Context: an optimization exercise on an open-source flow, tuned for small area, a short achievable clock period and few clock cycles per item. The choices shown serve that exercise and are no tape-out recipe.
Only simulation tests tie the RTL to the original design; equivalence was not proved.

## heater_pid_duty_control_unit
module heater_pid_duty_control_unit (
    input  logic                                 clk,
    input  logic                                 rst_n,
    input  logic                                 cfg_we,
    input  logic [hpdc_pkg::CFG_ADDR_W-1:0]      cfg_addr,
    input  logic [hpdc_pkg::CFG_DATA_W-1:0]      cfg_wdata,
    input  logic                                 s_tvalid,
    output logic                                 s_tready,
    input  logic [hpdc_pkg::IN_DATA_W-1:0]       s_tdata,
    output logic                                 m_tvalid,
    input  logic                                 m_tready,
    output logic [hpdc_pkg::OUT_DATA_W-1:0]      m_tdata
);
    logic [11:0] target_reg;
    logic        target_on_reg;
    logic [6:0]  floor_reg, ceil_reg;
    logic [11:0] below_reg, above_reg;
    logic [8:0]  bp_one, bp_two, bp_neg, bd_one, bd_two, bd_neg, bi_one, bi_two, bi_neg;
    logic [15:7] ki_ge;    
    function automatic logic [26:0] booth_enc(input logic [15:0] g);
        logic [18:0] gx;
        logic [8:0] one, two, neg;
        gx = {2'b00, g, 1'b0};
        for (int j = 0; j < 9; j++)
        begin
            one[j] = gx[2*j+1] ^ gx[2*j];
            two[j] = (gx[2*j+2] & ~gx[2*j+1] & ~gx[2*j]) | (~gx[2*j+2] & gx[2*j+1] & gx[2*j]);
            neg[j] = gx[2*j+2] & ~(gx[2*j+1] & gx[2*j]);
        end
        booth_enc = {neg, two, one};
    endfunction
    logic [26:0] enc_w;
    logic [15:7] ge_w;
    assign enc_w = booth_enc(cfg_wdata);
    genvar gi;
    generate
        for (gi = 7; gi < 16; gi = gi + 1)
        begin : g_ge
            assign ge_w[gi] = |cfg_wdata[15:gi];
        end
    endgenerate
    always_ff @(posedge clk or negedge rst_n)
  ...
For scale: ~58 I/O pins.
Settings: LEC_CHECK=0, CAP_MARGIN=20, CORE_MARGIN=2, CORE_UTILIZATION=40, SLEW_MARGIN=20; clock period 19.0 ns.
standard.sh (not shown) runs the stock make flow with config.mk's settings and CLKGATE_MAP_FILE= SYNTH_SCRIPT=/design/flow/synth_recipe.tcl, a recipe that flattens the netlist after the stock synthesis.
==> flow/flow/run.sh <==
#!/bin/bash
# Layout: the standard flow (standard.sh: the standard flow's synthesis and ORFS from floorplan to
# finish, at the design's clock period and constraints), with two changes in how the layout is
# made: the port buffers are buf_4 cells instead of the default delay-buffer choice, and the
# resizer's timing repair aims for 14 ns of setup slack at the 19 ns clock, so that it sizes the
# slowest paths as for a 5 ns clock. make's full output goes to standard.log; each ORFS step
# keeps its own log under orfs/logs/.
export BUFFER_PORTS_ARGS="-buffer_cell sky130_fd_sc_hd__buf_4"
export SETUP_SLACK_MARGIN=14.0
bash standard.sh > standard.log 2>&1
Testbench counts at the start, summed over its fixed seeds: cycles 24,032, items 24,000.
Change:
--- a/flow/design.v
+++ b/flow/design.v
@@ -111,50 +111,50 @@
                 3'd0: begin target_reg <= cfg_wdata[11:0]; target_on_reg <= |cfg_wdata[11:0]; end
                 3'd1: {bp_neg, bp_two, bp_one} <= enc_w;
                 3'd2: begin {bi_neg, bi_two, bi_one} <= enc_w; ki_ge <= ge_w; end
                 3'd3: {bd_neg, bd_two, bd_one} <= enc_w;
                 3'd4: floor_reg  <= (cfg_wdata[6:0] > 7'd100) ? 7'd100 : cfg_wdata[6:0];
                 3'd5: ceil_reg   <= (cfg_wdata[6:0] > 7'd100) ? 7'd100 : cfg_wdata[6:0];
                 3'd6: below_reg  <= cfg_wdata[11:0];
                 default: above_reg <= cfg_wdata[11:0];
             endcase
         end
     end
     logic en;
-    logic v0, v1, v2;
+    logic v0, v1, v2, v3;
     logic o_valid, k_valid;
     logic [10:0] o_data, k_data, x_data;
     logic x_valid, take;
     logic ready_reg;
     assign en       = !k_valid;
     assign s_tready = ready_reg;
     assign m_tvalid = o_valid;
     assign m_tdata  = {4'd0, o_data[10:7], o_data[10], o_data[6:0]};
-    assign x_valid  = en && v2;
+    assign x_valid  = en && v3;
     assign take     = o_valid && m_tready;
     always_ff @(posedge clk or negedge rst_n)
     begin
         if (!rst_n)
         begin
-            v0 <= 1'b0; v1 <= 1'b0; v2 <= 1'b0;
+            v0 <= 1'b0; v1 <= 1'b0; v2 <= 1'b0; v3 <= 1'b0;
             o_valid <= 1'b0;
             k_valid <= 1'b0;
             ready_reg <= 1'b1;
         end
         else
         begin
             if (en)
             begin
                 v0 <= s_tvalid;
-                v1 <= v0; v2 <= v1;
+                v1 <= v0; v2 <= v1; v3 <= v2;
             end
             if (k_valid)
             begin
                 k_valid   <= !take;
                 ready_reg <= take;
             end
             else
             begin
                 k_valid   <= x_valid && o_valid && !m_tready;
                 ready_reg <= !(x_valid && o_valid && !m_tready);
             end
             if (!k_valid && x_valid)
@@ -2982,28 +2982,34 @@
     logic c19, zero_hi;
     always_comb
     begin
         sum4    = r3_a + r3_b;
         c19     = sum4[19] ^ r3_a[19] ^ r3_b[19];
         hx      = r3_a[32:19] ^ r3_b[32:19];
         hy      = {r3_a[31:19] | r3_b[31:19], c19};
         zero_hi = &(~(hx ^ hy));
     end
     logic s4_neg, s4_hi;
     logic [6:0] s4_d;
     logic [2:0] s4_code;
-    assign s4_neg  = sum4[32] && !s3_big;
-    assign s4_hi   = !zero_hi || s3_big;
-    assign s4_d    = sum4[18:12];
-    assign s4_code = s3_code;
+    always_ff @(posedge clk)
+    begin
+        if (en)
+        begin
+            s4_neg  <= sum4[32] && !s3_big;
+            s4_hi   <= !zero_hi || s3_big;
+            s4_d    <= sum4[18:12];
+            s4_code <= s3_code;
+        end
+    end
     logic [6:0] held_duty_reg;
     logic [1:0] ticks_reg;
     logic       fault_reported_reg;
     logic [6:0] pid_cl, pid_duty, tog_duty, duty;
     logic       tick_rst;
     logic [2:0] mode;
     logic       first;
     always_comb
     begin
         if (s4_neg)
             pid_cl = 7'd0;
         else if (s4_hi || (s4_d > ceil_reg))
- die area grows by about 1.7%
- clock-buffer cell count rises by 2
- synthesized area rose by about 1.7%
- utilization drops by 0.55 points
- wire length decreases by 0.97%
- maximum frequency rose by about 13%
- register-to-register slack gets better by 0.77 ns
- worst hold slack is worse by 0.041 ns
- setup slack gets better by 0.67 ns
- sequential cell count increases by 13
Testbench counts after the change, summed over its fixed seeds: cycles 24,040, items 24,000.

port drivers added, routing unchanged:
The results above use ideal ports. As a check the final layouts listed here were re-extracted and re-timed, cells and wires unchanged.
Step 1: set_driving_cell puts a clkbuf_16 on clk and a buf_2 on each other input, an assumption about the parent block.
Step 2 adds t to the input delays and takes it off the output delays; t is the mean of the earliest and latest rising clock arrival at the registers after step 1. Input paths then give back, and output paths get back, about the clock's delay inside the block.
a / b / c = ideal ports / drivers / drivers and shift; a / b = the first two.
run | shift t [ns] | slack for setup (ns) | hold slack, ns | worst setup path at the end
the first run | 0.623 | 13.328 / 13.328 / 13.328 | 0.458 / 0.458 / 0.458 | register to register
the second run | 0.653 | 14.002 / 13.938 / 13.599 | 0.416 / 0.416 / 0.416 | input to register
After both steps every run listed still meets setup and hold. For the second run, which loses most, drivers alone change the setup slack by -0.064 ns; drivers and shift together by -0.403 ns.
